Context: an optimization exercise on an open-source flow, tuned for small area, a short achievable clock period and few clock cycles per item. The choices shown serve that exercise and are no tape-out recipe.
Function was checked by simulation only, so behaviour that the tests miss may differ from the original.

## flow/design.v (module list and top-level ports; edited modules follow where they fit)
// module tdpf_step_w20_k4: 1046 lines
// module tdpf_step_w10_k4: 866 lines
// module tdpf_rstep_w20_k4: 598 lines
// module tdpf_store: 36 lines
// module trial_division_prime_factorizer_unit: 489 lines
module trial_division_prime_factorizer_unit #(
	parameter int MAX_DIVISOR = 1048576
) (
	input  logic                         clk,
	input  logic                         arst_n,
	input  logic                         s_tvalid,
	output logic                         s_tready,
	input  logic [tdpf_pkg::NUM_W-1:0]   s_tdata,   
	output logic                         m_tvalid,
	input  logic                         m_tready,
	output logic [tdpf_pkg::TDATA_W-1:0] m_tdata,   
	output logic [tdpf_pkg::STATUS_W-1:0] m_tuser,  
	output logic                         m_tlast,
	input  logic                         cfg_valid,
	output logic                         cfg_ready,
	input  logic [tdpf_pkg::CFG_W-1:0]   cfg_data   
);
  // ...
==> flow/run.sh <==
#!/bin/bash
# synth_recipe.tcl (not shown) runs the flow's synth.tcl, then flattens the netlist and writes it again
# the make line also repeats each setting of config.mk as NAME=value (left out here)
make -C /OpenROAD-flow-scripts/flow DESIGN_CONFIG=/design/flow/config.mk WORK_HOME=/design/flow/orfs CLKGATE_MAP_FILE= SYNTH_SCRIPT=/design/flow/synth_recipe.tcl finish
==> flow/config.mk <==
export PLATFORM = sky130hd
export DESIGN_NAME = trial_division_prime_factorizer_unit
export DESIGN_NICKNAME = trial_division_prime_factorizer_unit
export VERILOG_FILES = /design/flow/design.v
export SDC_FILE = /design/flow/constraint.sdc
export NUM_CORES = 4
export LEC_CHECK = 0
export CAP_MARGIN = 20
export CORE_MARGIN = 2
export CORE_UTILIZATION = 40
export SETUP_SLACK_MARGIN = 1.5
export SLEW_MARGIN = 20
==> flow/constraint.sdc <==
create_clock -name core_clock -period 6.0 [get_ports {clk}]
set_input_delay 1.2000 -clock core_clock [delete_from_list [all_inputs] [get_ports {clk}]]
set_output_delay 1.2000 -clock core_clock [all_outputs]
set_load 0.01 [all_outputs]
==> flow_summary.json, run 1 <==
{
  "run_status": "no timing/DRC/antenna violations",
  "critical_path_class": "flop to flop",
  "critical_path.top_delay_family": "adder cells",
  "placed_area_um2": 54200,
  "ys_top_cells_by_area": "edfxtp_1 33%, fa_1 14%, dfxtp_1 8.0%",
  "synthTopCellsByCount": "617 x nand2_1, 556 x edfxtp_1, 555 x inv_1",
  "inv_count": 560,
  "r2r_end": "cr_q[2]$_SDFF_PN0_",
  "cp-startpoint": "qr_q[0]$_SDFF_PN0_",
  "critPathCapture": "cr_q[2]$_SDFF_PN0_",
  "nWellTaps": 1650,
  "grtUsageMet1_pct": 31.3,
  "fin_ws_ps": 1260,
  "crit_cells": 17,
  "num_rows": 130,
  "whs_endpoint": "bq0_q[1]$_DFFE_PP_",
  "synth_top_area_share_pct": 33.1,
  "antenna-diode-count": 2,
  "worstRegToRegCells": 17,
  "final_cell_mix": "598 x nand2_1, 556 x edfxtp_1, 509 x inv_1",
  "slew_viol_final": 0,
  "core_area_um2": 125000,
  "dp_cells": 6579,
  "io_pins": 184,
  "synth-simple-area-share_pct": 15.0,
  "netlist_instances": 4888,
  "wl_per_cell_um": 22.8,
  "final_common_cell": "nand2_1"
}
Testbench counts, summed over its fixed seeds: cycles 70,139, items 320.
==> run 2, diff against run 1 <==
--- a/flow/config.mk
+++ b/flow/config.mk
@@ -8,5 +8,5 @@
 export CAP_MARGIN = 20
 export CORE_MARGIN = 2
 export CORE_UTILIZATION = 40
-export SETUP_SLACK_MARGIN = 1.5
+export SETUP_SLACK_MARGIN = 2.5
 export SLEW_MARGIN = 20
==> run 2 against run 1 <==
Still clean on timing, DRC and antenna. Sequential share of layout area down 2.8 points. Critical path depth grew 2. Register-to-register slack got worse by 40 ps. Count of clock-buffer cells in the layout is 4 lower. Worst hold slack better by 37 ps. Design area increased by 8.6%. Cell count is 3.3% higher. Wire length rose by 8.8%. Worst setup slack got worse by 44 ps.
==> flow_summary.json, run 2 <==
{
  "run_status": "no timing/DRC/antenna violations",
  "drc": 0,
  "netlist_instances": 4888,
  "cpMaxStageDelayCell": "fa_1",
  "critical_path.top_delay_family": "adder cells",
  "wl_per_cell_um": 24.0,
  "num_rows": 130,
  "grt_max_degree": 76,
  "place.gp.congestion": 0.936,
  "grt-ovfl-total": 0,
  "cts.sinks": 784,
  "synth-edff-count": 556,
  "r2r_start": "qr_q[0]$_SDFF_PN0_",
  "hold_violations": 0,
  "min_from": "bds_q[0]$_SDFFE_PP0P_",
  "clkLatencyLatePin_ps": 700,
  "first_pass_iters": 6,
  "r2r_end": "cr_q[2]$_SDFF_PN0_",
  "whs_endpoint": "bq0_q[0]$_DFFE_PP_",
  "worstRegToRegCells": 19,
  "worst_pin_slew_ps": 1080,
  "rrSetupSlack_ps": 1220,
  "io_pins": 184,
  "grt_first_pass_wirelength_um": 251000,
  "final_common_cell": "edfxtp_1",
  "largest_reg_flops": 260,
  "path_cells": "fa_1 -> ha_4 -> inv_2 -> fa_2 -> inv_4 -> ha_4 -> nand2_2 -> o211a_1 -> a211oi_2 -> a21oi_2 -> a21oi_2 -> nand2b_4 -> o21ai_4 -> or2_4 -> fa_2 -> fa_1 -> inv_1 -> fa_2 -> and2_1",
  "reg.largest.list": "u_store.g_slot.p_q (260), p_q (64), u_store.g_slot.c_q (54)",
  "hpwlAfterDp_um": 114000,
  "clk_path_buf_depth": 3,
  "ys_seq_area_share_pct": 42.4,
  "yosysWarnings": 23,
  "synthMostInstantiatedCell": "nand2_1",
  "syn2layout_area_growth_pct": 28.1,
  "numCtsBuffers": 88,
  "totalWireLength_um": 170000,
  "die_area_um2": 129000,
  "fin_ws_ps": 1220,
  "grt_pass1_vias": 39400,
  "cp_data_required_time_ps": 6650,
  "die_w_um": 359,
  "drive_gt1_share_pct": 27.2,
  "cp-start-kind": "flop",
  "synthArstFlopShare_pct": 3.32,
  "fmax_ghz": 0.209,
  "cpPeakStageDelay_ps": 570,
  "hp-class": "flop to flop",
  "worst-path-buf-inv": 3,
  "layout.nets": 5988,
  "maxCapViolCount": 0,
  "path_clk_slew_ps": 60,
  "synth_top_area_share_pct": 33.1,
  "core_area_um2": 125000,
  "syn_area_um2": 50400,
  "viasPerCell": 5.61,
  "ctsRootBufferMaster": "clkbuf_16",
  "max_slew_margin_pct": 27.8,
  "critical_path_class": "flop to flop",
  "cp_common_cell": "fa_2",
  "tns_ps": 0,
  "fin_crit_sh_pct": 79.7,
  "io_buffers": 178,
  "final_cell_mix": "556 x edfxtp_1, 521 x nand2_1, 446 x inv_1",
  "ys_ff_latch": 784,
  "synthTopCellsByCount": "617 x nand2_1, 556 x edfxtp_1, 555 x inv_1",
  "finClkSkew_ps": 62.3,
  "cp-end-kind": "flop",
  "worst_ep_arrival_time_ps": 5430,
  "rsz0062_at_grt": "true",
  "path_max_fanout": 4,
  "grt_use_total_pct": 25.6,
  "finalSetupViolations": 0,
  "synth_ff_type": "edfxtp_1",
  "cts-htree-levels": 3,
  "yosysUniqueCellTypes": 115,
  "final_util_pct": 51.6,
  "antenna_found_initial": 10,
  "ys_top_cells_by_area": "edfxtp_1 33%, fa_1 14%, dfxtp_1 8.0%",
  "start_util_pct": 40.2,
  "regMostFlops": "u_store.g_slot.p_q",
  "vias": 39700,
  "slew_viol_final": 0,
  "syn_area_per_cell_um2": 10.3,
  "die_h_um": 359,
  "cts_tree": "done",
  "period_minus_slack_ps": 4780,
  "dp_slack_ps": 736,
  "yosys.area.top_type": "edfxtp_1",
  "cts_hold_buf": 0,
  "min_path_cells": 0,
  "drt_iter0_drc": 3731,
  "drtAntennaViolNets": 0
}
[run 2: cell counts after synthesis]
Identical to the previous run, type by type.
[run 2: per-stage QoR]
| step | cells | instance area [um2] | hold WS (ps) |
|---|---|---|---|
| detailed placement | 6583 | 55300 | 455 |
| CTS | 6983 | 62600 | 471 |
| floorplan | 4892 | 51800 | 403 |
| global placement | 6582 | 55300 | 447 |
| global route | 7073 | 64600 | 511 |
| finish | 7078 | 64600 | 475 |
[run 2: cell type report]
type | instances | area [um2]
Sequential cell | 784 | 21500
Tap cell | 1650 | 2060
Fill cell | 11000 | 60700
Multi-Input combinational cell | 3319 | 29800
Clock inverter | 51 | 557
Antenna cell | 5 | 12.5
Timing Repair Buffer | 594 | 5980
Inverter | 560 | 2190
Clock buffer | 114 | 2440
Timing Repair inverter | 1 | 7.51
[run 2: cell families (layout without fill, tap and decap cells)]
logic type,count (synthesis),count (layout),share of synthesized area [%]
simple gates,1590,1595,15.0
compound gates,865,868,11.3
buf+inv,800,1320,6.14
flops,784,784,42.4
fa+ha+maj,557,557,18.9
xor+xnor,184,184,3.23
mux,106,109,2.94
other cells,2,11,0.0149
[run 2: repair_timing]
action	CTS	global route
gates resized for setup	493	281
hold endpoints to repair	0	0
endpoints found under the setup margin	733	567
buffers inserted	207	90
pin swaps	177	130
cloned	28	0
[run 2: per-layer routing]
| layer | wire length (um) | track usage, % |
|---|---|---|
| met3 | 14100 | 4.87 |
| met2 | 76700 | 40.2 |
| met4 | 8960 | 12.2 |
| met1 | 70000 | 34.2 |
| met5 | 77 | 0 |
[run 2: worst max path at each step]
stage	start	to	slack, ps	depth (start not counted)
floorplan	qr_q[0]$_SDFF_PN0_	cir_q$_SDFF_PN0_	1400	14
global placement	sel_q[1]$_DFFE_PP_	qcnt_q[2]$_SDFFE_PP0P_	930	12
detailed placement	sel_q[1]$_DFFE_PP_	qcnt_q[2]$_SDFFE_PP0P_	740	12
CTS	qr_q[0]$_SDFF_PN0_	cr_q[2]$_SDFF_PN0_	1290	19
global route	qr_q[0]$_SDFF_PN0_	cr_q[2]$_SDFF_PN0_	1100	19
finish	qr_q[0]$_SDFF_PN0_	cr_q[2]$_SDFF_PN0_	1220	19
==> module trial_division_prime_factorizer_unit, before the edit <==
module trial_division_prime_factorizer_unit #(
	parameter int MAX_DIVISOR = 1048576
) (
	input  logic                         clk,
	input  logic                         arst_n,
	input  logic                         s_tvalid,
	output logic                         s_tready,
	input  logic [tdpf_pkg::NUM_W-1:0]   s_tdata,   
	output logic                         m_tvalid,
	input  logic                         m_tready,
	output logic [tdpf_pkg::TDATA_W-1:0] m_tdata,   
	output logic [tdpf_pkg::STATUS_W-1:0] m_tuser,  
	output logic                         m_tlast,
	input  logic                         cfg_valid,
	output logic                         cfg_ready,
	input  logic [tdpf_pkg::CFG_W-1:0]   cfg_data   
);
	localparam int K  = 4;                    
	localparam int W  = 20;                   
	localparam int WN = 10;                   
	localparam int M  = 4;                    
	localparam int NC = (64 + K - 1) / K;     
	localparam int CW = $clog2(NC);
	localparam int LI = (M > 1) ? $clog2(M) : 1;
	typedef enum logic [3:0] {
		S_IDLE, S_CHK, S_TWO, S_SEL, S_TEST, S_EVAL, S_WRITE, S_WB, S_FIN, S_OUT
	} state_t;
	state_t        state_q;
	logic [20:0]   cfg_q;
	logic [63:0]   p_q;         
	logic [6:0]    l_q;         
	logic [20:0]   lim_q;       
	logic [CW-1:0] cyc_q;       
	logic [7:0]    left_q;      
	logic          seen_q;      
	logic          retest_q;    
	logic [LI-1:0] sel_q;       
	logic [M-1:0]  en_q;        
	logic [M-1:0]  pend_q;      
	logic [20:0]   ds_q;
	logic          pv_q, gt_q;  
	logic          wheel_q;     
	logic [2:0]    widx_q;
	logic [2:0]    r7_q;
	logic [3:0]    r11_q, r13_q;
	logic [4:0]    bds_q;       
	logic [W-1:0]  q0_q;
	logic [4:0]    bq0_q;       
	logic [WN-1:0] qn_q [M];     
	logic [WN-1:0] qslot [M];
	logic [LI:0]   qcnt_q;
	logic [W:0]    s0_q, c0_q;
	logic          ci0_q;
	logic [W-1:0]  d0_q;
	logic [WN:0]   sn_q [M];
	logic [WN:0]   cn_q [M];
	logic          cin_q [M];
	logic [WN-1:0] dn_q [M];
	logic [5:0]    cnt2_q;
	logic [3:0]    top_q;
	logic          ne_q;        
	logic [5:0]    tcnt_q;      
	logic          same_q;      
	logic          ov_q, olast_q, ocof_q;
	logic [1:0]    ouser_q;
	logic [19:0]   ofac_q;
	function automatic logic [6:0] bitlen64(input logic [63:0] x);
		bitlen64 = '0;
		for (int i = 0; i < 64; i++) if (x[i]) bitlen64 = 7'(i + 1);
	endfunction
	function automatic logic [4:0] bitlen20(input logic [19:0] x);
		bitlen20 = '0;
		for (int i = 0; i < 20; i++) if (x[i]) bitlen20 = 5'(i + 1);
	endfunction
	function automatic logic [2:0] bitlenk(input logic [K-1:0] x);
		bitlenk = '0;
		for (int i = 0; i < K; i++) if (x[i]) bitlenk = 3'(i + 1);
	endfunction
	logic        in_acc, out_acc;
	logic [20:0] lim_next;
	assign in_acc    = s_tvalid && s_tready;
	assign out_acc   = m_tvalid && m_tready;
	assign cfg_ready = 1'b1;
	always_comb begin
		if (cfg_q < 21'd2) lim_next = 21'd2;
		else if (cfg_q > 21'(MAX_DIVISOR)) lim_next = 21'(MAX_DIVISOR);
		else lim_next = cfg_q;
	end
	logic [63+W+K*NC:0] pext;
	logic [K-1:0]  h0, hn;
	logic [W:0]    s0_st, c0_st;
	logic          ci0_st;
	logic [K-1:0]  b0;
	logic [WN:0]   sn_st [M];
	logic [WN:0]   cn_st [M];
	logic          cin_st [M];
	logic [K-1:0]  bn [M];
	logic [M-1:0]  hit;
	assign pext = (64+W+K*NC)'(p_q);
	assign h0   = pext[W + K * cyc_q +: K];
	assign hn   = pext[WN + K * cyc_q +: K];
	tdpf_step_w20_k4 u_lane0 (
		.s (s0_q), .c (c0_q), .cin (ci0_q), .d (d0_q), .h (h0),
		.s_n (s0_st), .c_n (c0_st), .cin_n (ci0_st), .b (b0)
	);
	function automatic logic eqd0(input logic [W:0] s, input logic [W:0] c, input logic ci,
		input logic [W-1:0] d);
		logic [W:0] nd, u, v;
		nd = ~{1'b0, d};
		u  = s ^ c ^ nd;
		v  = (s & c) | (s & nd) | (c & nd);
		eqd0 = &(u ^ {v[W-1:0], ci});
	endfunction
	function automatic logic eqdn(input logic [WN:0] s, input logic [WN:0] c, input logic ci,
		input logic [WN-1:0] d);
		logic [WN:0] nd, u, v;
		nd = ~{1'b0, d};
		u  = s ^ c ^ nd;
		v  = (s & c) | (s & nd) | (c & nd);
		eqdn = &(u ^ {v[WN-1:0], ci});
	endfunction
	assign hit[0] = eqd0(s0_q, c0_q, ci0_q, d0_q);
	for (genvar i = 1; i < M; i++) begin : g_lane
		tdpf_step_w10_k4 u_lane (
			.s (sn_q[i]), .c (cn_q[i]), .cin (cin_q[i]), .d (dn_q[i]), .h (hn),
			.s_n (sn_st[i]), .c_n (cn_st[i]), .cin_n (cin_st[i]), .b (bn[i])
		);
		assign hit[i] = eqdn(sn_q[i], cn_q[i], cin_q[i], dn_q[i]);
	end
	logic [W:0]    sr_q, cr_q, sr_st, cr_st;
	logic          cir_q, cir_st, rhit;
	logic [K-1:0]  qr_q;
	tdpf_rstep_w20_k4 u_rlane (
		.s (sr_q), .c (cr_q), .cin (cir_q), .d (dsel), .h (qr_q),
		.s_n (sr_st), .c_n (cr_st), .cin_n (cir_st), .b ()
	);
	assign rhit = eqd0(sr_q, cr_q, cir_q, dsel);
	logic [K-1:0] bsel, q;
	logic         seen_n;
	logic [W-1:0] dsel;
	always_comb begin
		bsel = b0;
		dsel = d0_q;
		for (int i = 1; i < M; i++) begin
			if (sel_q == LI'(i)) begin
				bsel = bn[i];
				dsel = W'(dn_q[i]);
			end
		end
	end
	always_comb begin
		logic sn;
		sn = seen_q;
		for (int i = 0; i < K; i++) begin
			q[i] = bsel[i] ^ sn;
			sn   = sn | bsel[i];
		end
		seen_n = sn;
	end
	for (genvar i = 1; i < M; i++) begin : g_qs
		if (i < M - 1) begin : g_q
			assign qslot[i] = qn_q[i];
		end else begin : g_n
			assign qslot[i] = '0;
		end
	end
	logic        st_we_p, st_we_c;
	logic [3:0]  st_waddr, st_caddr;
	logic [5:0]  st_wcnt;
	logic [18:0] st_rprime;
	logic [5:0]  st_rcnt;
	assign st_we_p  = (state_q == S_WB) && !same_q;
	assign st_we_c  = (state_q == S_WB);
	assign st_waddr = same_q ? top_q : (ne_q ? top_q + 4'd1 : 4'd0);
	assign st_wcnt  = same_q ? tcnt_q + 6'd1 : 6'd1;
	assign st_caddr = top_q - 4'd1;
	tdpf_store u_store (
		.clk    (clk),
		.we_p   (st_we_p),
		.we_c   (st_we_c),
		.waddr  (st_waddr),
		.wprime (dsel[19:1]),
		.wcnt   (st_wcnt),
		.raddr  (top_q),
		.rprime (st_rprime),
		.caddr  (st_caddr),
		.rcnt   (st_rcnt)
	);
	assign m_tvalid = ov_q;
	assign m_tlast  = olast_q;
	assign m_tuser  = ouser_q;
	assign m_tdata  = {3'b000, ocof_q ? p_q : 64'd0, 1'b0, ofac_q};
	assign s_tready = (state_q == S_IDLE);
	logic        produce;
	logic [19:0] nfac;
	logic        nlast;
	logic        extra_now, cof_now;
	assign extra_now = (state_q == S_FIN) && (p_q[63:1] != '0);
	assign cof_now   = (p_q[63:21] != '0) || (p_q[20:0] > lim_q);
	always_comb begin
		if (extra_now) begin
			nfac  = cof_now ? 20'd0 : p_q[19:0];
			nlast = !ne_q && cnt2_q == '0;
		end else if (ne_q) begin
			nfac  = {st_rprime, 1'b1};
			nlast = tcnt_q == 6'd1 && top_q == '0 && cnt2_q == '0;
		end else begin
			nfac  = 20'd2;
			nlast = cnt2_q == 6'd1;
		end
	end
	logic [W-1:0]  cand0;
	logic          have0, ds_ok, ds_fits, ds_use, fin_now, go_batch, try_batch;
	logic [M-1:0]  en_next;
	logic [4:0]    bd0;
	assign ds_ok   = pv_q && !gt_q;
	assign ds_fits = (qcnt_q == '0) || (ds_q[20:WN] == '0);
	assign ds_use  = ds_ok && ds_fits && (qcnt_q < (LI+1)'(M));
	assign have0   = (qcnt_q != '0) || ds_ok;
	assign cand0   = (qcnt_q != '0) ? q0_q : ds_q[W-1:0];
	assign bd0     = (qcnt_q != '0) ? bq0_q : bds_q;
	always_comb begin
		for (int i = 0; i < M; i++) begin
			en_next[i] = ((LI+1)'(i) < qcnt_q) || ((LI+1)'(i) == qcnt_q && ds_use);
		end
	end
	function automatic logic [LI-1:0] lowest(input logic [M-1:0] v);
		lowest = '0;
		for (int i = M - 1; i >= 0; i--) if (v[i]) lowest = LI'(i);
	endfunction
	logic [M-1:0]  hits;
	logic          any_hit, pend_any, wr_go, wr_same;
	logic [LI-1:0] hit_lane, pend_lane, wr_lane;
	logic [M-1:0]  pend_next;
	assign hits      = hit & en_q;
	assign any_hit   = hits != '0;
	assign hit_lane  = lowest(hits);
	assign pend_any  = pend_q != '0;
	assign pend_lane = lowest(pend_q);
	assign wr_go     = (state_q == S_EVAL) && (retest_q ? (rhit || pend_any) : any_hit);
	assign wr_lane   = retest_q ? (rhit ? sel_q : pend_lane) : hit_lane;
	assign wr_same   = retest_q && rhit;
	assign pend_next = retest_q ? (rhit ? pend_q : (pend_q & ~(M'(1) << pend_lane)))
	                            : (hits & ~(M'(1) << hit_lane));
	assign try_batch = (state_q == S_SEL) || (state_q == S_EVAL && !wr_go);
	assign fin_now   = try_batch && (have0 ? ({bd0, 1'b0} >= {1'b0, l_q} + 7'd2) : gt_q);
	assign go_batch  = try_batch && have0 && !fin_now;
	logic [20:0] ds_nx;
	logic [2:0]  gap;
	logic [2:0]  r7_nx;
	logic [3:0]  r11_nx, r13_nx;
	logic        adv, wheel_nx;
	logic [4:0]  r7_sum, r11_sum, r13_sum;
	always_comb begin
		unique case (widx_q)
			3'd0: gap = 3'd6;
			3'd1: gap = 3'd4;
			3'd2: gap = 3'd2;
			3'd3: gap = 3'd4;
			3'd4: gap = 3'd2;
			3'd5: gap = 3'd4;
			3'd6: gap = 3'd6;
			default: gap = 3'd2;
		endcase
		if (!wheel_q) begin
			unique case (ds_q[4:0])
				5'd7, 5'd13, 5'd19: gap = 3'd4;
				5'd23: gap = 3'd6;
				default: gap = 3'd2;
			endcase
		end
		ds_nx    = ds_q + 21'(gap);
		wheel_nx = wheel_q || ds_q == 21'd29;
		r7_sum   = {2'b00, r7_q} + {2'b00, gap};
		r11_sum  = {1'b0, r11_q} + {2'b00, gap};
		r13_sum  = {1'b0, r13_q} + {2'b00, gap};
		r7_nx    = (r7_sum >= 5'd7) ? 3'(r7_sum - 5'd7) : 3'(r7_sum);
		r11_nx   = (r11_sum >= 5'd11) ? 4'(r11_sum - 5'd11) : 4'(r11_sum);
		r13_nx   = (r13_sum >= 5'd13) ? 4'(r13_sum - 5'd13) : 4'(r13_sum);
		if (!wheel_q) begin
			r7_nx  = 3'd3;    
			r11_nx = 4'd9;    
			r13_nx = 4'd5;    
		end
	end
	logic enq;
	assign enq = ds_ok && (qcnt_q < (LI+1)'(M - 1)) && (qcnt_q == '0 || ds_q[20:WN] == '0) &&
		(state_q == S_TWO || state_q == S_TEST || state_q == S_WRITE || state_q == S_WB);
	assign adv = (!pv_q || enq || (go_batch && ds_use)) && !gt_q;
	always_ff @(posedge clk or negedge arst_n) begin
		if (!arst_n) begin
			state_q <= S_IDLE;
			cfg_q   <= tdpf_pkg::LIMIT_RESET;
			ov_q    <= 1'b0;
		end else begin
			if (cfg_valid) cfg_q <= cfg_data;
			unique case (state_q)
				S_IDLE: if (in_acc) state_q <= S_CHK;
				S_CHK: begin
					if (p_q[63:1] == '0) begin
						state_q <= S_OUT;
						ov_q    <= 1'b1;
					end else begin
						state_q <= S_TWO;
					end
				end
				S_TWO: if (p_q[0]) state_q <= S_SEL;
				S_SEL, S_EVAL: begin
					if (wr_go) state_q <= S_WRITE;
					else if (fin_now) state_q <= S_FIN;
					else if (go_batch) state_q <= S_TEST;
					else state_q <= S_SEL;
				end
				S_TEST: if (left_q[7] || left_q <= 8'(K)) state_q <= S_EVAL;
				S_WRITE: if (left_q[7] || left_q <= 8'(K)) state_q <= S_WB;
				S_WB: state_q <= S_EVAL;
				S_FIN: begin
					state_q <= S_OUT;
					ov_q    <= 1'b1;
				end
				S_OUT: begin
					if (out_acc && olast_q) begin
						state_q <= S_IDLE;
						ov_q    <= 1'b0;
					end
				end
				default: state_q <= S_IDLE;
			endcase
		end
	end
	assign produce = (state_q == S_FIN) || (state_q == S_OUT && out_acc && !olast_q);
	always_ff @(posedge clk) begin
		if (state_q == S_CHK) begin
			ds_q    <= 21'd3;
			bds_q   <= 5'd2;
			pv_q    <= 1'b1;
			gt_q    <= lim_q < 21'd3;
			wheel_q <= 1'b0;
			widx_q  <= 3'd0;
			qcnt_q  <= '0;
		end else begin
			if (adv) begin
				ds_q    <= ds_nx;
				bds_q   <= bitlen20(ds_nx[19:0]);
				gt_q    <= ds_nx > lim_q;
				wheel_q <= wheel_nx;
				widx_q  <= wheel_q ? widx_q + 3'd1 : 3'd0;
				r7_q    <= r7_nx;
				r11_q   <= r11_nx;
				r13_q   <= r13_nx;
				pv_q    <= !wheel_nx || (r7_nx != '0 && r11_nx != '0 && r13_nx != '0);
			end
			if (go_batch) begin
				qcnt_q <= '0;
			end else if (enq) begin
				qcnt_q <= qcnt_q + 1'b1;
				if (qcnt_q == '0) begin
					q0_q  <= ds_q[W-1:0];
					bq0_q <= bds_q;
				end
				for (int i = 1; i < M - 1; i++) begin
					if (qcnt_q == (LI+1)'(i)) qn_q[i] <= ds_q[WN-1:0];
				end
			end
		end
		unique case (state_q)
			S_IDLE: begin
				p_q   <= s_tdata;
				lim_q <= lim_next;
			end
			S_CHK: begin
				cnt2_q  <= '0;
				ne_q    <= 1'b0;
				same_q  <= 1'b0;
				l_q     <= bitlen64(p_q);
				ouser_q <= p_q[0] ? tdpf_pkg::STAT_ONE : tdpf_pkg::STAT_ZERO;
				olast_q <= 1'b1;
				ocof_q  <= 1'b0;
				ofac_q  <= '0;
			end
			S_TWO: begin
				if (!p_q[0]) begin
					p_q    <= {1'b0, p_q[63:1]};
					cnt2_q <= cnt2_q + 6'd1;
					l_q    <= l_q - 7'd1;
				end
			end
			S_SEL, S_EVAL: begin
				cyc_q  <= '0;
				seen_q <= 1'b0;
				if (wr_go) begin
					left_q <= 8'(l_q);
					l_q    <= '0;
					sel_q  <= wr_lane;
					pend_q <= pend_next;
					same_q <= wr_same;
				end else if (go_batch) begin
					left_q   <= 8'(l_q) - 8'(bd0) + 8'd1;
					retest_q <= 1'b0;
					en_q     <= en_next;
					pend_q   <= '0;
					if (qcnt_q != '0) begin
						d0_q <= q0_q;
						for (int i = 1; i < M; i++) begin
							if ((LI+1)'(i) < qcnt_q) dn_q[i] <= qslot[i];
							else if ((LI+1)'(i) == qcnt_q) dn_q[i] <= ds_q[WN-1:0];
						end
					end else begin
						d0_q <= ds_q[W-1:0];
					end
				end
			end
			S_TEST: begin
				cyc_q  <= cyc_q + 1'b1;
				left_q <= left_q - 8'(K);
			end
			S_WRITE: begin
				cyc_q  <= cyc_q + 1'b1;
				left_q <= left_q - 8'(K);
				seen_q <= seen_n;
				if (q != '0) l_q <= 7'(K * cyc_q) + 7'(bitlenk(q));
				for (int j = 0; j < 64; j++) begin
					if (cyc_q == CW'(j / K)) p_q[j] <= q[j % K];
				end
			end
			S_WB: begin
				retest_q <= 1'b1;
				same_q   <= 1'b1;
				ne_q     <= 1'b1;
				if (same_q) begin
					tcnt_q <= tcnt_q + 6'd1;
				end else begin
					tcnt_q <= 6'd1;
					top_q  <= ne_q ? top_q + 4'd1 : 4'd0;
				end
			end
			default: ;
		endcase
		if (state_q == S_TEST || state_q == S_WRITE) begin
			s0_q  <= s0_st;
			c0_q  <= c0_st;
			ci0_q <= ci0_st;
			for (int i = 1; i < M; i++) begin
				sn_q[i]  <= sn_st[i];
				cn_q[i]  <= cn_st[i];
				cin_q[i] <= cin_st[i];
			end
		end else begin
			s0_q  <= {1'b0, p_q[W-1:0]};
			c0_q  <= '0;
			ci0_q <= 1'b0;
			for (int i = 1; i < M; i++) begin
				sn_q[i]  <= {1'b0, p_q[WN-1:0]};
				cn_q[i]  <= '0;
				cin_q[i] <= 1'b0;
			end
		end
		if (state_q == S_WRITE || state_q == S_WB) begin
			sr_q  <= sr_st;
			cr_q  <= cr_st;
			cir_q <= cir_st;
			qr_q  <= q;
		end else begin
			sr_q  <= '0;
			cr_q  <= '0;
			cir_q <= 1'b0;
			qr_q  <= '0;
		end
		if (produce) begin
			ofac_q  <= nfac;
			olast_q <= nlast;
			ocof_q  <= extra_now && cof_now;
			ouser_q <= (extra_now && cof_now) ? tdpf_pkg::STAT_COF : tdpf_pkg::STAT_FACTOR;
			if (!extra_now) begin
				if (ne_q) begin
					if (tcnt_q == 6'd1) begin
						if (top_q == '0) ne_q <= 1'b0;
						top_q  <= top_q - 4'd1;
						tcnt_q <= st_rcnt;
					end else begin
						tcnt_q <= tcnt_q - 6'd1;
					end
				end else begin
					cnt2_q <= cnt2_q - 6'd1;
				end
			end
		end
	end
endmodule
==> run 3, diff against run 2 <==
--- a/flow/design.v
+++ b/flow/design.v
@@ -2576,12 +2576,12 @@
 	localparam int K  = 4;                    
 	localparam int W  = 20;                   
 	localparam int WN = 10;                   
-	localparam int M  = 4;                    
+	localparam int M  = 5;                    
 	localparam int NC = (64 + K - 1) / K;     
 	localparam int CW = $clog2(NC);
 	localparam int LI = (M > 1) ? $clog2(M) : 1;
 	typedef enum logic [3:0] {
-		S_IDLE, S_CHK, S_TWO, S_SEL, S_TEST, S_EVAL, S_WRITE, S_WB, S_FIN, S_OUT
+		S_IDLE, S_TWO, S_SEL, S_TEST, S_EVAL, S_WRITE, S_WB, S_OUT
 	} state_t;
 	state_t        state_q;
 	logic [20:0]   cfg_q;
@@ -2595,6 +2595,7 @@
 	logic [LI-1:0] sel_q;       
 	logic [M-1:0]  en_q;        
 	logic [M-1:0]  pend_q;      
+	logic [4:0]    bdb_q;       
 	logic [20:0]   ds_q;
 	logic          pv_q, gt_q;  
 	logic          wheel_q;     
@@ -2753,7 +2754,7 @@
 	logic [19:0] nfac;
 	logic        nlast;
 	logic        extra_now, cof_now;
-	assign extra_now = (state_q == S_FIN) && (p_q[63:1] != '0);
+	assign extra_now = (state_q != S_OUT) && (p_q[63:1] != '0);
 	assign cof_now   = (p_q[63:21] != '0) || (p_q[20:0] > lim_q);
 	always_comb begin
 		if (extra_now) begin
@@ -2800,7 +2801,7 @@
 	assign wr_same   = retest_q && rhit;
 	assign pend_next = retest_q ? (rhit ? pend_q : (pend_q & ~(M'(1) << pend_lane)))
 	                            : (hits & ~(M'(1) << hit_lane));
-	assign try_batch = (state_q == S_SEL) || (state_q == S_EVAL && !wr_go);
+	assign try_batch = (state_q == S_SEL) || (state_q == S_TWO && p_q[0]) || (state_q == S_EVAL && !wr_go);
 	assign fin_now   = try_batch && (have0 ? ({bd0, 1'b0} >= {1'b0, l_q} + 7'd2) : gt_q);
 	assign go_batch  = try_batch && have0 && !fin_now;
 	logic [20:0] ds_nx;
@@ -2843,7 +2844,7 @@
 	end
 	logic enq;
 	assign enq = ds_ok && (qcnt_q < (LI+1)'(M - 1)) && (qcnt_q == '0 || ds_q[20:WN] == '0) &&
-		(state_q == S_TWO || state_q == S_TEST || state_q == S_WRITE || state_q == S_WB);
+		((state_q == S_TWO && !p_q[0]) || state_q == S_TEST || state_q == S_WRITE || state_q == S_WB);
 	assign adv = (!pv_q || enq || (go_batch && ds_use)) && !gt_q;
 	always_ff @(posedge clk or negedge arst_n) begin
 		if (!arst_n) begin
@@ -2853,29 +2854,28 @@
 		end else begin
 			if (cfg_valid) cfg_q <= cfg_data;
 			unique case (state_q)
-				S_IDLE: if (in_acc) state_q <= S_CHK;
-				S_CHK: begin
-					if (p_q[63:1] == '0) begin
-						state_q <= S_OUT;
-						ov_q    <= 1'b1;
-					end else begin
-						state_q <= S_TWO;
+				S_IDLE: begin
+					if (in_acc) begin
+						if (s_tdata[63:1] == '0) begin
+							state_q <= S_OUT;
+							ov_q    <= 1'b1;
+						end else begin
+							state_q <= S_TWO;
+						end
 					end
 				end
-				S_TWO: if (p_q[0]) state_q <= S_SEL;
-				S_SEL, S_EVAL: begin
+				S_TWO, S_SEL, S_EVAL: begin
 					if (wr_go) state_q <= S_WRITE;
-					else if (fin_now) state_q <= S_FIN;
+					else if (fin_now) begin
+						state_q <= S_OUT;
+						ov_q    <= 1'b1;
+					end
 					else if (go_batch) state_q <= S_TEST;
-					else state_q <= S_SEL;
+					else if (try_batch) state_q <= S_SEL;
 				end
 				S_TEST: if (left_q[7] || left_q <= 8'(K)) state_q <= S_EVAL;
 				S_WRITE: if (left_q[7] || left_q <= 8'(K)) state_q <= S_WB;
 				S_WB: state_q <= S_EVAL;
-				S_FIN: begin
-					state_q <= S_OUT;
-					ov_q    <= 1'b1;
-				end
 				S_OUT: begin
 					if (out_acc && olast_q) begin
 						state_q <= S_IDLE;
@@ -2886,13 +2886,13 @@
 			endcase
 		end
 	end
-	assign produce = (state_q == S_FIN) || (state_q == S_OUT && out_acc && !olast_q);
+	assign produce = fin_now || (state_q == S_OUT && out_acc && !olast_q);
 	always_ff @(posedge clk) begin
-		if (state_q == S_CHK) begin
+		if (state_q == S_IDLE) begin
 			ds_q    <= 21'd3;
 			bds_q   <= 5'd2;
 			pv_q    <= 1'b1;
-			gt_q    <= lim_q < 21'd3;
+			gt_q    <= lim_next < 21'd3;
 			wheel_q <= 1'b0;
 			widx_q  <= 3'd0;
 			qcnt_q  <= '0;
@@ -2923,15 +2923,13 @@
 		end
 		unique case (state_q)
 			S_IDLE: begin
-				p_q   <= s_tdata;
-				lim_q <= lim_next;
-			end
-			S_CHK: begin
+				p_q     <= s_tdata;
+				lim_q   <= lim_next;
 				cnt2_q  <= '0;
 				ne_q    <= 1'b0;
 				same_q  <= 1'b0;
-				l_q     <= bitlen64(p_q);
-				ouser_q <= p_q[0] ? tdpf_pkg::STAT_ONE : tdpf_pkg::STAT_ZERO;
+				l_q     <= bitlen64(s_tdata);
+				ouser_q <= s_tdata[0] ? tdpf_pkg::STAT_ONE : tdpf_pkg::STAT_ZERO;
 				olast_q <= 1'b1;
 				ocof_q  <= 1'b0;
 				ofac_q  <= '0;
@@ -2943,31 +2941,6 @@
 					l_q    <= l_q - 7'd1;
 				end
 			end
-			S_SEL, S_EVAL: begin
-				cyc_q  <= '0;
-				seen_q <= 1'b0;
-				if (wr_go) begin
-					left_q <= 8'(l_q);
-					l_q    <= '0;
-					sel_q  <= wr_lane;
-					pend_q <= pend_next;
-					same_q <= wr_same;
-				end else if (go_batch) begin
-					left_q   <= 8'(l_q) - 8'(bd0) + 8'd1;
-					retest_q <= 1'b0;
-					en_q     <= en_next;
-					pend_q   <= '0;
-					if (qcnt_q != '0) begin
-						d0_q <= q0_q;
-						for (int i = 1; i < M; i++) begin
-							if ((LI+1)'(i) < qcnt_q) dn_q[i] <= qslot[i];
-							else if ((LI+1)'(i) == qcnt_q) dn_q[i] <= ds_q[WN-1:0];
-						end
-					end else begin
-						d0_q <= ds_q[W-1:0];
-					end
-				end
-			end
 			S_TEST: begin
 				cyc_q  <= cyc_q + 1'b1;
 				left_q <= left_q - 8'(K);
@@ -2979,6 +2952,7 @@
 				if (q != '0) l_q <= 7'(K * cyc_q) + 7'(bitlenk(q));
 				for (int j = 0; j < 64; j++) begin
 					if (cyc_q == CW'(j / K)) p_q[j] <= q[j % K];
+					else if (cyc_q < CW'(j / K) && (left_q[7] || left_q <= 8'(K))) p_q[j] <= 1'b0;
 				end
 			end
 			S_WB: begin
@@ -2994,6 +2968,32 @@
 			end
 			default: ;
 		endcase
+		if (try_batch || wr_go) begin
+			cyc_q  <= '0;
+			seen_q <= 1'b0;
+			if (wr_go) begin
+				left_q <= 8'(l_q) - 8'(bdb_q) + 8'd1;
+				l_q    <= '0;
+				sel_q  <= wr_lane;
+				pend_q <= pend_next;
+				same_q <= wr_same;
+			end else if (go_batch) begin
+				left_q   <= 8'(l_q) - 8'(bd0) + 8'd1;
+				bdb_q    <= bd0;
+				retest_q <= 1'b0;
+				en_q     <= en_next;
+				pend_q   <= '0;
+				if (qcnt_q != '0) begin
+					d0_q <= q0_q;
+					for (int i = 1; i < M; i++) begin
+						if ((LI+1)'(i) < qcnt_q) dn_q[i] <= qslot[i];
+						else if ((LI+1)'(i) == qcnt_q) dn_q[i] <= ds_q[WN-1:0];
+					end
+				end else begin
+					d0_q <= ds_q[W-1:0];
+				end
+			end
+		end
 		if (state_q == S_TEST || state_q == S_WRITE) begin
 			s0_q  <= s0_st;
 			c0_q  <= c0_st;
--- a/flow/config.mk
+++ b/flow/config.mk
@@ -8,5 +8,5 @@
 export CAP_MARGIN = 20
 export CORE_MARGIN = 2
 export CORE_UTILIZATION = 40
-export SETUP_SLACK_MARGIN = 2.5
+export SETUP_SLACK_MARGIN = 0.8
 export SLEW_MARGIN = 20
==> run 3 against run 2 <==
Critical path depth increased by 1. Utilization decreased by 5.6 points. Non-clock buffer count decreased by 271. Design area decreased by 2.2%. Global-route usage decreased by 2.2 points. Die area increased by 10%. Worst hold slack got worse by 6.8 ps. Still clean.
==> flow_summary.json, run 3 <==
{
  "final_cell_mix": "633 x inv_1, 562 x edfxtp_1, 492 x nand2_1",
  "cts-htree-levels": 3,
  "core_area_um2": 137000,
  "synth-edff-count": 562,
  "clkLatencyLatePin_ps": 770,
  "worst_pin_slew_ps": 1070,
  "wl_per_cell_um": 22.4,
  "tns_ps": 0,
  "drive_gt1_share_pct": 8.82,
  "final_common_cell": "inv_1",
  "finClkSkew_ps": 72.1,
  "viasPerCell": 5.62,
  "grt_first_pass_wirelength_um": 254000,
  "cp_common_cell": "inv_1",
  "regArea_um2": 22400,
  "placed_area_um2": 59400,
  "run_status": "no timing/DRC/antenna violations",
  "finalSetupViolations": 0,
  "syn2layout_area_growth_pct": 13.8,
  "syn_area_um2": 55500,
  "grt_use_total_pct": 23.4,
  "ys_ff_latch": 832,
  "r2r_end": "l_q[1]$_DFF_P_",
  "ys_seq_area_share_pct": 40.4,
  "rrSetupSlack_ps": 860,
  "critical_path.top_delay_family": "compound AO/OA/AOI/OAI gates",
  "yosys.area.top_type": "edfxtp_1",
  "layout.nets": 6286,
  "crit_cells": 20,
  "io_buffers": 178,
  "yosysUniqueCellTypes": 100,
  "critical_path_class": "flop to flop",
  "synth_top_area_share_pct": 30.4,
  "path_clk_slew_ps": 60,
  "r2r_start": "ci0_q$_SDFF_PP0_",
  "drt_iter0_drc": 3744,
  "cpMaxStageDelayCell": "mux4_2",
  "netlist_instances": 5440,
  "hold_violations": 0,
  "grt_max_degree": 70,
  "fin_crit_sh_pct": 85.7,
  "path_cells": "inv_1 -> ha_1 -> nand2b_1 -> a21boi_0 -> mux4_2 -> inv_1 -> ha_1 -> inv_1 -> mux4_2 -> a21o_1 -> a221oi_1 -> a2bb2oi_2 -> ha_2 -> buf_4 -> nor2_1 -> nor2_1 -> a221oi_1 -> o21ai_2 -> a211oi_2 -> nor3_1",
  "place.gp.congestion": 0.927,
  "die_w_um": 376,
  "drtAntennaViolNets": 0,
  "num_rows": 136,
  "cp-startpoint": "ci0_q$_SDFF_PP0_",
  "worst-path-buf-inv": 4,
  "synth_ff_type": "edfxtp_1",
  "ctsRootBufferMaster": "clkbuf_16",
  "drc": 0,
  "cts_tree": "done",
  "die_h_um": 376,
  "antenna_found_initial": 8,
  "slew_viol_final": 0,
  "rsz0062_at_grt": "true",
  "regMostFlops": "u_store.g_slot.p_q",
  "cp-start-kind": "flop",
  "critPathCapture": "l_q[1]$_DFF_P_",
  "synthTopCellsByCount": "635 x inv_1, 562 x edfxtp_1, 495 x nand2_1",
  "cp_data_required_time_ps": 6610,
  "min_path_cells": 0,
  "numCtsBuffers": 95,
  "cts.sinks": 832,
  "period_minus_slack_ps": 5140,
  "grt_pass1_vias": 41700,
  "vias": 41800,
  "first_pass_iters": 6,
  "cpPeakStageDelay_ps": 570,
  "cp-end-kind": "flop",
  "die_area_um2": 142000,
  "grt-ovfl-total": 0,
  "start_util_pct": 40.3,
  "yosysWarnings": 23,
  "max_slew_margin_pct": 28.4,
  "hpwlAfterDp_um": 123000,
  "path_max_fanout": 6,
  "fmax_ghz": 0.194,
  "nFillCells": 12900,
  "maxCapViolCount": 0,
  "synthMostInstantiatedCell": "inv_1",
  "synthArstFlopShare_pct": 3.00,
  "final_cells": 7450,
  "dp_cells": 7252,
  "multi_input_area_um2": 29800,
  "io_pins": 184,
  "reg.largest.list": "u_store.g_slot.p_q (260), p_q (64), u_store.g_slot.c_q (54)",
  "largest_reg_flops": 260,
  "totalWireLength_um": 167000,
  "worst_ep_arrival_time_ps": 5750,
  "clk_path_buf_depth": 3,
  "cts_hold_buf": 0,
  "hp-class": "flop to flop",
  "worstRegToRegCells": 20,
  "ys_top_cells_by_area": "edfxtp_1 30%, fa_1 14%, dfxtp_1 8.8%",
  "final_area_um2": 63200,
  "syn_area_per_cell_um2": 10.2
}
[run 3: final cells by class]
| type | instances | share of cell area, % |
|---|---|---|
| Multi-Input combinational cell | 3673 | 47.2 |
| Sequential cell | 832 | 35.5 |
| Timing Repair Buffer | 323 | 4.63 |
| Clock buffer | 115 | 3.95 |
| Inverter | 645 | 3.85 |
| Tap cell | 1794 | 3.55 |
| Clock inverter | 61 | 1.31 |
| Antenna cell | 7 | 0.0277 |
[run 3: worst min-delay path by stage]
stage / from / end / slack [ps]
2_1_floorplan: ds_q[10]$_SDFFE_PP0P_ / q0_q[10]$_DFFE_PP_ / 410
3_5_place_dp: bds_q[2]$_SDFFE_PP0P_ / bq0_q[2]$_DFFE_PP_ / 450
4_1_cts: bds_q[2]$_SDFFE_PP0P_ / bq0_q[2]$_DFFE_PP_ / 460
5_1_grt: bds_q[2]$_SDFFE_PP0P_ / bq0_q[2]$_DFFE_PP_ / 480
6_report: bds_q[2]$_SDFFE_PP0P_ / bq0_q[2]$_DFFE_PP_ / 470
3_3_place_gp: bds_q[2]$_SDFFE_PP0P_ / bq0_q[2]$_DFFE_PP_ / 450
[run 3: cell families after synthesis]
group | synth area share [%]
and+or+nand+nor | 14.3
AOI/OAI and AO/OA | 12.8
buffers and inverters | 6.50
DFF | 40.4
adders and majority gates | 19.5
xor gates and xnor gates | 2.92
muxes | 3.55
other | 0.0135
[run 3: layer usage]
layer,vias up,share of wire [%],GRT usage [%]
met3,296,7.1,3.55
met5,-,0.016,0
li1,19100,-,-
met4,4,3.7,9.09
met2,1631,47,38.0
met1,20800,42,31.6
[run 3: timing repair]
item | in CTS | in global routing
gates resized for setup | 17 | 50
pin swaps | 3 | 9
setup buffers | 5 | 9
hold endpoints to repair | 0 | 0
gates cloned | 0 | 1
setup endpoints to repair | 174 | 188
[run 3: worst reg2reg max path, stage by stage (launching register included)]
cell and delay [ps]:
dfxtp_1 380, inv_1 80, ha_1 240, nand2b_1 180
a21boi_0 130, mux4_2 570, inv_1 160, ha_1 190
inv_1 40, mux4_2 460, a21o_1 240, a221oi_1 360
a2bb2oi_2 200, ha_2 350, buf_4 220, nor2_1 210
nor2_1 90, a221oi_1 350, o21ai_2 140, a211oi_2 360
nor3_1 90
[run 3: through the flow]
step	setup slack, ps	utilization, %	hold slack, ps
after floorplan	917	-	406
after global placement	378	43.2	449
after detailed placement	387	43.2	446
after CTS	793	45.7	463
after global routing	712	45.9	478
final	857	45.9	468
Testbench counts of run 3, summed over its fixed seeds: cycles 61,660, items 320.
==> run 4, diff against run 3 <==
--- a/flow/config.mk
+++ b/flow/config.mk
@@ -8,5 +8,5 @@
 export CAP_MARGIN = 20
 export CORE_MARGIN = 2
 export CORE_UTILIZATION = 40
-export SETUP_SLACK_MARGIN = 0.8
+export SETUP_SLACK_MARGIN = 1.5
 export SLEW_MARGIN = 20
==> run 4 against run 3 <==
Cell count is 2.9% higher. Sequential share of layout area is 2.5 points lower. Global-route usage is 0.88 points higher.
==> flow_summary.json, run 4 <==
{
  "run_status": "no timing/DRC/antenna violations",
  "cpPeakStageDelay_ps": 500,
  "grt-ovfl-total": 0,
  "first_pass_iters": 6,
  "path_clk_slew_ps": 70,
  "grt_pass1_vias": 42900,
  "hpwlAfterDp_um": 124000,
  "cpMaxStageDelayCell": "fa_1",
  "syn_area_um2": 55500,
  "synthTopCellsByCount": "635 x inv_1, 562 x edfxtp_1, 495 x nand2_1",
  "dp_slack_ps": 216,
  "nFillCells": 12200,
  "slew_viol_final": 0,
  "fin_ws_ps": 1110,
  "die_area_um2": 142000,
  "die_h_um": 376,
  "synthArstFlopShare_pct": 3.00,
  "numCtsBuffers": 94,
  "largest_reg_flops": 260,
  "period_minus_slack_ps": 4890,
  "grt_use_total_pct": 24.3,
  "wl_per_cell_um": 23.0,
  "drtAntennaViolNets": 0,
  "drc": 0,
  "hp-class": "flop to flop",
  "cp-end-kind": "flop",
  "ys_top_cells_by_area": "edfxtp_1 30%, fa_1 14%, dfxtp_1 8.8%",
  "worst-path-buf-inv": 5,
  "tns_ps": 0,
  "final_cell_mix": "562 x edfxtp_1, 549 x inv_1, 452 x nand2_1",
  "min_path_cells": 2,
  "clk_path_buf_depth": 3,
  "max_slew_margin_pct": 16.7,
  "reg.largest.list": "u_store.g_slot.p_q (260), p_q (64), u_store.g_slot.c_q (54)",
  "layout.nets": 6500,
  "critical_path_class": "flop to flop",
  "io_buffers": 178,
  "core_area_um2": 137000,
  "cts.sinks": 832,
  "path_cells": "buf_4 -> nand2b_4 -> a2bb2oi_4 -> o22ai_2 -> a22oi_2 -> o21ai_2 -> a31oi_4 -> fa_1 -> xnor2_2 -> nor4_2 -> nand4_1 -> nor4_4 -> o22ai_4 -> o31ai_4 -> buf_4 -> nand3b_1 -> buf_6 -> buf_6 -> o21a_4 -> buf_6 -> a311oi_2 -> a211o_1",
  "finClkSkew_ps": 77.1,
  "finalSetupViolations": 0,
  "holdWs_ps": 486,
  "path_max_fanout": 5,
  "synth_ff_type": "edfxtp_1",
  "drt_iter0_drc": 4301,
  "syn2layout_area_growth_pct": 22.8,
  "syn_area_per_cell_um2": 10.2,
  "worst_pin_slew_ps": 1240,
  "start_util_pct": 40.3,
  "cp_common_cell": "buf_6",
  "hold_violations": 0,
  "regMostFlops": "u_store.g_slot.p_q",
  "num_rows": 136,
  "io_pins": 184,
  "final_common_cell": "edfxtp_1",
  "totalWireLength_um": 176000,
  "synthMostInstantiatedCell": "inv_1",
  "ctsRootBufferMaster": "clkbuf_16",
  "cts_hold_buf": 0,
  "yosysWarnings": 23,
  "cts-htree-levels": 3,
  "vias": 43300,
  "maxCapViolCount": 0,
  "cp-start-kind": "flop",
  "clkLatencyLatePin_ps": 770,
  "place.gp.congestion": 0.916,
  "die_w_um": 376,
  "crit_cells": 22,
  "cp_data_required_time_ps": 6630,
  "yosys.area.top_type": "edfxtp_1",
  "ys_seq_area_share_pct": 40.4,
  "critical_path.top_delay_family": "compound AO/OA/AOI/OAI gates",
  "grt_first_pass_wirelength_um": 264000,
  "synth-edff-count": 562,
  "grt_max_degree": 66,
  "ys_ff_latch": 832,
  "cts_tree": "done",
  "worst_ep_arrival_time_ps": 5520,
  "viasPerCell": 5.64,
  "synth_top_area_share_pct": 30.4,
  "fin_crit_sh_pct": 81.4,
  "yosysUniqueCellTypes": 100,
  "antenna_found_initial": 12,
  "drive_gt1_share_pct": 21.0,
  "worstRegToRegCells": 22,
  "fmax_ghz": 0.205,
  "netlist_instances": 5440,
  "rsz0062_at_grt": "true"
}
## run 4: cell counts after synthesis
No cell type changed its count.
## run 4: repair_timing
action / CTS / global route
setup endpoints to repair: 406 / 365
gates cloned: 15 / 11
resized for setup: 425 / 457
pin swaps: 161 / 224
setup buffers: 123 / 93
## run 4: area by class of cell
class | instances | area (um2) | share of cell area [%]
Sequential cell | 832 | 22500 | 33.0
Timing Repair Buffer | 525 | 5190 | 7.62
Clock buffer | 111 | 2460 | 3.61
Multi-Input combinational cell | 3682 | 32400 | 47.6
Timing Repair inverter | 4 | 55.1 | 0.0808
Inverter | 645 | 2510 | 3.69
Antenna cell | 10 | 25.0 | 0.0367
Tap cell | 1794 | 2240 | 3.29
Clock inverter | 63 | 708 | 1.04
## run 4: path summary, 6_finish.rpt
kind	slack (ps)	from	endpoint
min	490	widx_q[1]$_SDFFE_PP0P_	widx_q[1]$_SDFFE_PP0P_
max	1110	sel_q[1]$_DFFE_PP_	bds_q[1]$_SDFFE_PP1P_
min reg2reg	490	widx_q[1]$_SDFFE_PP0P_	widx_q[1]$_SDFFE_PP0P_
min in group asynchronous	890	arst_n	ov_q$_DFFE_PN0P_
max in group asynchronous	4730	arst_n	cfg_q[20]$_DFFE_PN1P_
max reg2reg	1110	sel_q[1]$_DFFE_PP_	bds_q[1]$_SDFFE_PP1P_
## run 4: worst register-to-register path, cell delays in order, from the launching register on
cell       delay [ps]
edfxtp_1          480
buf_4             180
nand2b_4          170
a2bb2oi_4         210
o22ai_2           120
a22oi_2           190
o21ai_2            90
a31oi_4           250
fa_1              500
xnor2_2           160
nor4_2            280
nand4_1           190
nor4_4            400
o22ai_4           180
o31ai_4           230
buf_4             160
nand3b_1          110
buf_6             150
buf_6             130
o21a_4            170
buf_6             120
a311oi_2           40
a211o_1           280
## run 4: cells by family after synthesis
kind of cell	count (synthesis)	synth area share (%)
and+or+nand+nor	1660	14.3
DFF	832	40.4
buffers and inverters	939	6.50
AOI/OAI and AO/OA	1038	12.8
other	2	0.0135
adders and majority gates	633	19.5
xor gates and xnor gates	185	2.92
muxes	151	3.55
## run 4: routing by layer
metal  GRT usage [%]  wire length, um  part of all wire (%)  up-vias
met5               0                0                     0        -
met4            10.0             7310                   4.1        0
met3            3.15            12800                   7.3      361
met2            39.2            82800                    47     1772
met1            33.1            73200                    42    21500
li1                -                -                     -    19600
## run 4: through the flow
step                instance area, um2  cells  utilization, %
floorplan                        55800   5444               -
global placement                 59500   7239            43.3
detailed placement               59500   7240            43.3
CTS                              65500   7552            47.7
global route                     68100   7663            49.5
finish                           68100   7666            49.5
==> run 5, diff against run 4 <==
--- a/flow/design.v
+++ b/flow/design.v
@@ -2576,7 +2576,7 @@
 	localparam int K  = 4;                    
 	localparam int W  = 20;                   
 	localparam int WN = 10;                   
-	localparam int M  = 5;                    
+	localparam int M  = 4;                    
 	localparam int NC = (64 + K - 1) / K;     
 	localparam int CW = $clog2(NC);
 	localparam int LI = (M > 1) ? $clog2(M) : 1;
@@ -2592,9 +2592,9 @@
 	logic [7:0]    left_q;      
 	logic          seen_q;      
 	logic          retest_q;    
-	logic [LI-1:0] sel_q;       
 	logic [M-1:0]  en_q;        
 	logic [M-1:0]  pend_q;      
+	logic [M-1:0]  pn_q;        
 	logic [4:0]    bdb_q;       
 	logic [20:0]   ds_q;
 	logic          pv_q, gt_q;  
@@ -2690,23 +2690,13 @@
 	logic          cir_q, cir_st, rhit;
 	logic [K-1:0]  qr_q;
 	tdpf_rstep_w20_k4 u_rlane (
-		.s (sr_q), .c (cr_q), .cin (cir_q), .d (dsel), .h (qr_q),
+		.s (sr_q), .c (cr_q), .cin (cir_q), .d (d0_q), .h (qr_q),
 		.s_n (sr_st), .c_n (cr_st), .cin_n (cir_st), .b ()
 	);
-	assign rhit = eqd0(sr_q, cr_q, cir_q, dsel);
+	assign rhit = eqd0(sr_q, cr_q, cir_q, d0_q);
 	logic [K-1:0] bsel, q;
 	logic         seen_n;
-	logic [W-1:0] dsel;
-	always_comb begin
-		bsel = b0;
-		dsel = d0_q;
-		for (int i = 1; i < M; i++) begin
-			if (sel_q == LI'(i)) begin
-				bsel = bn[i];
-				dsel = W'(dn_q[i]);
-			end
-		end
-	end
+	assign bsel = b0;
 	always_comb begin
 		logic sn;
 		sn = seen_q;
@@ -2738,7 +2728,7 @@
 		.we_p   (st_we_p),
 		.we_c   (st_we_c),
 		.waddr  (st_waddr),
-		.wprime (dsel[19:1]),
+		.wprime (d0_q[19:1]),
 		.wcnt   (st_wcnt),
 		.raddr  (top_q),
 		.rprime (st_rprime),
@@ -2787,20 +2777,47 @@
 		lowest = '0;
 		for (int i = M - 1; i >= 0; i--) if (v[i]) lowest = LI'(i);
 	endfunction
-	logic [M-1:0]  hits;
-	logic          any_hit, pend_any, wr_go, wr_same;
-	logic [LI-1:0] hit_lane, pend_lane, wr_lane;
-	logic [M-1:0]  pend_next;
+	logic [M-1:0]  hits, pn_all, pn_nx;
+	logic          any_hit, pend_any, wr_go, wr_same, asg_w, w_ok, ds_use_w;
+	logic [LI-1:0] hit_lane, pend_lane, pn_lane, wr_lane;
+	logic [M-1:0]  pend_next, en_w;
 	assign hits      = hit & en_q;
 	assign any_hit   = hits != '0;
 	assign hit_lane  = lowest(hits);
 	assign pend_any  = pend_q != '0;
 	assign pend_lane = lowest(pend_q);
-	assign wr_go     = (state_q == S_EVAL) && (retest_q ? (rhit || pend_any) : any_hit);
-	assign wr_lane   = retest_q ? (rhit ? sel_q : pend_lane) : hit_lane;
+	assign pn_all    = pn_q | hits;
+	assign pn_lane   = lowest(pn_all);
+	assign wr_go     = (state_q == S_EVAL) && (retest_q ? (rhit || pend_any || pn_all != '0) : any_hit);
+	always_comb begin
+		if (!retest_q) begin
+			wr_lane   = hit_lane;
+			pend_next = hits & ~(M'(1) << hit_lane);
+			pn_nx     = '0;
+		end else if (rhit) begin
+			wr_lane   = '0;
+			pend_next = pend_q;
+			pn_nx     = pn_all;
+		end else if (pend_any) begin
+			wr_lane   = pend_lane;
+			pend_next = pend_q & ~(M'(1) << pend_lane);
+			pn_nx     = pn_all;
+		end else begin
+			wr_lane   = pn_lane;
+			pend_next = pn_all & ~(M'(1) << pn_lane);
+			pn_nx     = '0;
+		end
+	end
 	assign wr_same   = retest_q && rhit;
-	assign pend_next = retest_q ? (rhit ? pend_q : (pend_q & ~(M'(1) << pend_lane)))
-	                            : (hits & ~(M'(1) << hit_lane));
+	assign w_ok     = (qcnt_q == '0) || (q0_q[W-1:WN] == '0);
+	assign ds_use_w = ds_ok && (ds_q[20:WN] == '0) && (qcnt_q < (LI+1)'(M - 1));
+	always_comb begin
+		en_w[0] = 1'b0;
+		for (int i = 1; i < M; i++) begin
+			en_w[i] = ((LI+1)'(i - 1) < qcnt_q) || ((LI+1)'(i - 1) == qcnt_q && ds_use_w);
+		end
+	end
+	assign asg_w = wr_go && pend_next == '0 && pn_nx == '0 && w_ok && en_w != '0;
 	assign try_batch = (state_q == S_SEL) || (state_q == S_TWO && p_q[0]) || (state_q == S_EVAL && !wr_go);
 	assign fin_now   = try_batch && (have0 ? ({bd0, 1'b0} >= {1'b0, l_q} + 7'd2) : gt_q);
 	assign go_batch  = try_batch && have0 && !fin_now;
@@ -2845,7 +2862,7 @@
 	logic enq;
 	assign enq = ds_ok && (qcnt_q < (LI+1)'(M - 1)) && (qcnt_q == '0 || ds_q[20:WN] == '0) &&
 		((state_q == S_TWO && !p_q[0]) || state_q == S_TEST || state_q == S_WRITE || state_q == S_WB);
-	assign adv = (!pv_q || enq || (go_batch && ds_use)) && !gt_q;
+	assign adv = (!pv_q || enq || (go_batch && ds_use) || (asg_w && ds_use_w)) && !gt_q;
 	always_ff @(posedge clk or negedge arst_n) begin
 		if (!arst_n) begin
 			state_q <= S_IDLE;
@@ -2908,7 +2925,7 @@
 				r13_q   <= r13_nx;
 				pv_q    <= !wheel_nx || (r7_nx != '0 && r11_nx != '0 && r13_nx != '0);
 			end
-			if (go_batch) begin
+			if (go_batch || asg_w) begin
 				qcnt_q <= '0;
 			end else if (enq) begin
 				qcnt_q <= qcnt_q + 1'b1;
@@ -2974,15 +2991,24 @@
 			if (wr_go) begin
 				left_q <= 8'(l_q) - 8'(bdb_q) + 8'd1;
 				l_q    <= '0;
-				sel_q  <= wr_lane;
 				pend_q <= pend_next;
+				pn_q   <= pn_nx;
 				same_q <= wr_same;
+				en_q   <= asg_w ? en_w : '0;
+				for (int i = 1; i < M; i++) begin
+					if (wr_lane == LI'(i)) d0_q <= W'(dn_q[i]);
+					if (asg_w) begin
+						if ((LI+1)'(i - 1) < qcnt_q) dn_q[i] <= (i == 1) ? q0_q[WN-1:0] : qslot[i - 1];
+						else if ((LI+1)'(i - 1) == qcnt_q) dn_q[i] <= ds_q[WN-1:0];
+					end
+				end
 			end else if (go_batch) begin
 				left_q   <= 8'(l_q) - 8'(bd0) + 8'd1;
 				bdb_q    <= bd0;
 				retest_q <= 1'b0;
 				en_q     <= en_next;
 				pend_q   <= '0;
+				pn_q     <= '0;
 				if (qcnt_q != '0) begin
 					d0_q <= q0_q;
 					for (int i = 1; i < M; i++) begin
@@ -3003,7 +3029,7 @@
 				cn_q[i]  <= cn_st[i];
 				cin_q[i] <= cin_st[i];
 			end
-		end else begin
+		end else if (state_q != S_WB) begin
 			s0_q  <= {1'b0, p_q[W-1:0]};
 			c0_q  <= '0;
 			ci0_q <= 1'b0;
--- a/flow/config.mk
+++ b/flow/config.mk
@@ -8,5 +8,5 @@
 export CAP_MARGIN = 20
 export CORE_MARGIN = 2
 export CORE_UTILIZATION = 40
-export SETUP_SLACK_MARGIN = 1.5
+export SETUP_SLACK_MARGIN = 2.0
 export SLEW_MARGIN = 20
==> run 5 against run 4 <==
Cell count down 1.4%. Synthesized cell count down 3.4%. Utilization up 0.78 points. Sequential cell count down 25. Design area down 1.4%. Global-route usage up 0.18 points. Count of clock-buffer cells in the layout down 3. Critical endpoint is now cr_q[11]$_SDFF_PN0_. Largest cell class unchanged.
==> flow_summary.json, run 5 <==
{
  "run_status": "no timing/DRC/antenna violations",
  "drtAntennaViolNets": 0,
  "die_w_um": 371,
  "ys_seq_area_share_pct": 42.4,
  "placed_area_um2": 58300,
  "ctsRootBufferMaster": "clkbuf_16",
  "drive_gt1_share_pct": 22.1,
  "max_slew_margin_pct": 13.6,
  "final_common_cell": "edfxtp_1",
  "cp_data_required_time_ps": 6620,
  "viasPerCell": 5.73,
  "synthMostInstantiatedCell": "edfxtp_1",
  "tns_ps": 0,
  "grtUsageMet1_pct": 32.4,
  "hold_violations": 0,
  "slew_viol_final": 0,
  "grt-busiest-layer": "met2",
  "grt_first_pass_wirelength_um": 257000,
  "synth-edff-count": 652,
  "final_cell_mix": "652 x edfxtp_1, 470 x nand2_1, 446 x nor2_1",
  "cts_tree": "done",
  "grtUsageMet3_pct": 5.23,
  "worst_pin_slew_ps": 1300,
  "synth_ff_type": "edfxtp_1",
  "drc": 0,
  "critical_path_class": "flop to flop",
  "largest_reg_flops": 260,
  "grt_pass1_vias": 41800,
  "path_max_fanout": 7,
  "rsz0062_at_grt": "true",
  "die_area_um2": 137000,
  "place.gp.congestion": 0.947,
  "die_h_um": 371,
  "cp-start-kind": "flop",
  "antenna_found_initial": 9,
  "finClkSkew_ps": 38.6,
  "hpwlAfterDp_um": 121000,
  "clk_path_buf_depth": 3,
  "ys_top_cells_by_area": "edfxtp_1 36%, fa_1 13%, ha_1 5.3%",
  "start_util_pct": 40.3,
  "ys_ff_latch": 807,
  "syn_area_um2": 53800,
  "period_minus_slack_ps": 4950,
  "fmax_ghz": 0.202,
  "grt-ovfl-total": 0,
  "layout.nets": 6371,
  "path_clk_slew_ps": 60,
  "regMostFlops": "u_store.g_slot.p_q",
  "first_pass_iters": 5,
  "numCtsBuffers": 93,
  "syn_area_per_cell_um2": 10.2,
  "dp_cells": 7068,
  "cts.sinks": 807,
  "cp-end-kind": "flop",
  "vias": 43300,
  "worst_ep_arrival_time_ps": 5560,
  "drt_iter0_drc": 4005,
  "num_rows": 134,
  "netlist_instances": 5257,
  "clkLatencyLatePin_ps": 730,
  "io_buffers": 178,
  "grt_use_total_pct": 24.5,
  "yosys.area.top_type": "edfxtp_1",
  "cts-htree-levels": 3,
  "final_area_um2": 67200,
  "finalSetupViolations": 0,
  "hp-class": "flop to flop",
  "holdWs_ps": 491
}
==> run 5: changes by cell type after synthesis, moves of 21 or more <==
cell	previous run	this run
dfxtp_1	245	130
inv_1	635	543
edfxtp_1	562	652
a21oi_1	226	306
nor2_1	441	499
a21o_1	84	34
fa_1	387	342
o21ai_1	1	36
and2_1	205	230
mux2_2	57	33
o211ai_1	37	60
a211oi_1	53	32
==> run 5: critical path: stages, from the launching register on <==
cell and delay [ps]:
dfxtp_2 330, fa_1 580, ha_4 160, inv_2 40, fa_2 590, inv_4 70, ha_4 310, nor2_4 40
a21oi_2 110, xnor2_1 80, nand2_1 90, o21ai_2 70, mux4_2 510, buf_6 150, buf_8 130, and2_4 160
fa_2 330, inv_2 70, fa_2 430, inv_2 70, fa_2 420, and2_1 140
==> run 5: metrics by stage <==
| stage | util [%] | worst slack (ps) |
|---|---|---|
| 2_1_floorplan | - | 1200 |
| 3_3_place_gp | 43.7 | 893 |
| 3_5_place_dp | 43.7 | 791 |
| 4_1_cts | 47.4 | 1080 |
| 5_1_grt | 50.3 | 899 |
| 6_report | 50.3 | 1050 |
==> run 5: cell type report <==
class	instances	area, um2
timing repair buffer	610	5910
antenna	2	5.00
clock buffer	108	2440
tap	1768	2210
multi-input combinational	3649	30700
sequential	807	22900
inverter	549	2180
fill	11900	66300
clock inverter	64	813
==> run 5: final timing paths <==
kind	start	end	cells past startpoint	slack, ps
setup / recovery	qr_q[0]$_SDFF_PN0_	cr_q[11]$_SDFF_PN0_	21	1050
hold / removal	widx_q[1]$_SDFFE_PP0P_	widx_q[1]$_SDFFE_PP0P_	2	490
setup reg to reg	qr_q[0]$_SDFF_PN0_	cr_q[11]$_SDFF_PN0_	21	1050
hold reg to reg	widx_q[1]$_SDFFE_PP0P_	widx_q[1]$_SDFFE_PP0P_	2	490
max in group asynchronous	arst_n	state_q[0]$_DFFE_PN0P_	2	4800
min in group asynchronous	arst_n	cfg_q[11]$_DFFE_PN0P_	2	860
==> run 5: kinds of logic (layout without fill, tap and decap cells) <==
| family | after synthesis | in the layout | share of synthesized area (%) |
|---|---|---|---|
| xor+xnor | 169 | 169 | 2.75 |
| other cells | 2 | 7 | 0.0140 |
| simple gates | 1671 | 1677 | 14.6 |
| flops | 807 | 807 | 42.4 |
| compound gates | 1082 | 1086 | 13.2 |
| fa+ha+maj | 577 | 577 | 18.2 |
| buf+inv | 814 | 1331 | 5.75 |
| mux | 135 | 135 | 3.12 |
==> run 5: routing by layer <==
metal  share of wire [%]  vias to the layer above
met5              0.0074                        -
met4                 3.7                        2
met3                 8.8                      361
met2                  47                     1914
met1                  40                    21700
li1                    -                    19400
==> run 5: timing repair <==
action / CTS / global route
resized for setup: 214 / 518
endpoints found under the hold margin: 0 / 0
pin swaps: 75 / 216
endpoints found under the setup margin: 347 / 338
hold buffers: 0 / 0
gates cloned: 3 / 24
setup buffers: 116 / 172
Testbench counts of run 5, summed over its fixed seeds: cycles 64,180, items 320.

==> port drivers added, routing unchanged <==
No port has a modelled driver above. Below, the same layouts with a new extraction and two added sets of constraints.
Step 1: set_driving_cell puts a clkbuf_16 on clk and a buf_2 on each other input, an assumption about the parent block.
Step 2, shift: input delay + t, output delay - t, t = (earliest + latest rising clock arrival at the registers) / 2. This alone moves slack from input paths to output paths.
Three values: no drivers, after step 1, after step 2; two values: the first two.
run | shift t [ns] | setup WS [ns] | pins driven straight from the clock port
run 1 | 0.743 | 1.264 / 1.264 / 1.264 | 1
run 2 | 0.746 | 1.219 / 1.219 / 1.219 | 1
run 3 | 0.804 | 0.857 / 0.857 / 0.857 | 1
run 4 | 0.805 | 1.114 / 1.114 / 1.114 | 1
run 5 | 0.793 | 1.055 / 1.055 / 1.055 | 1
After both steps setup and hold are still met in every run listed.
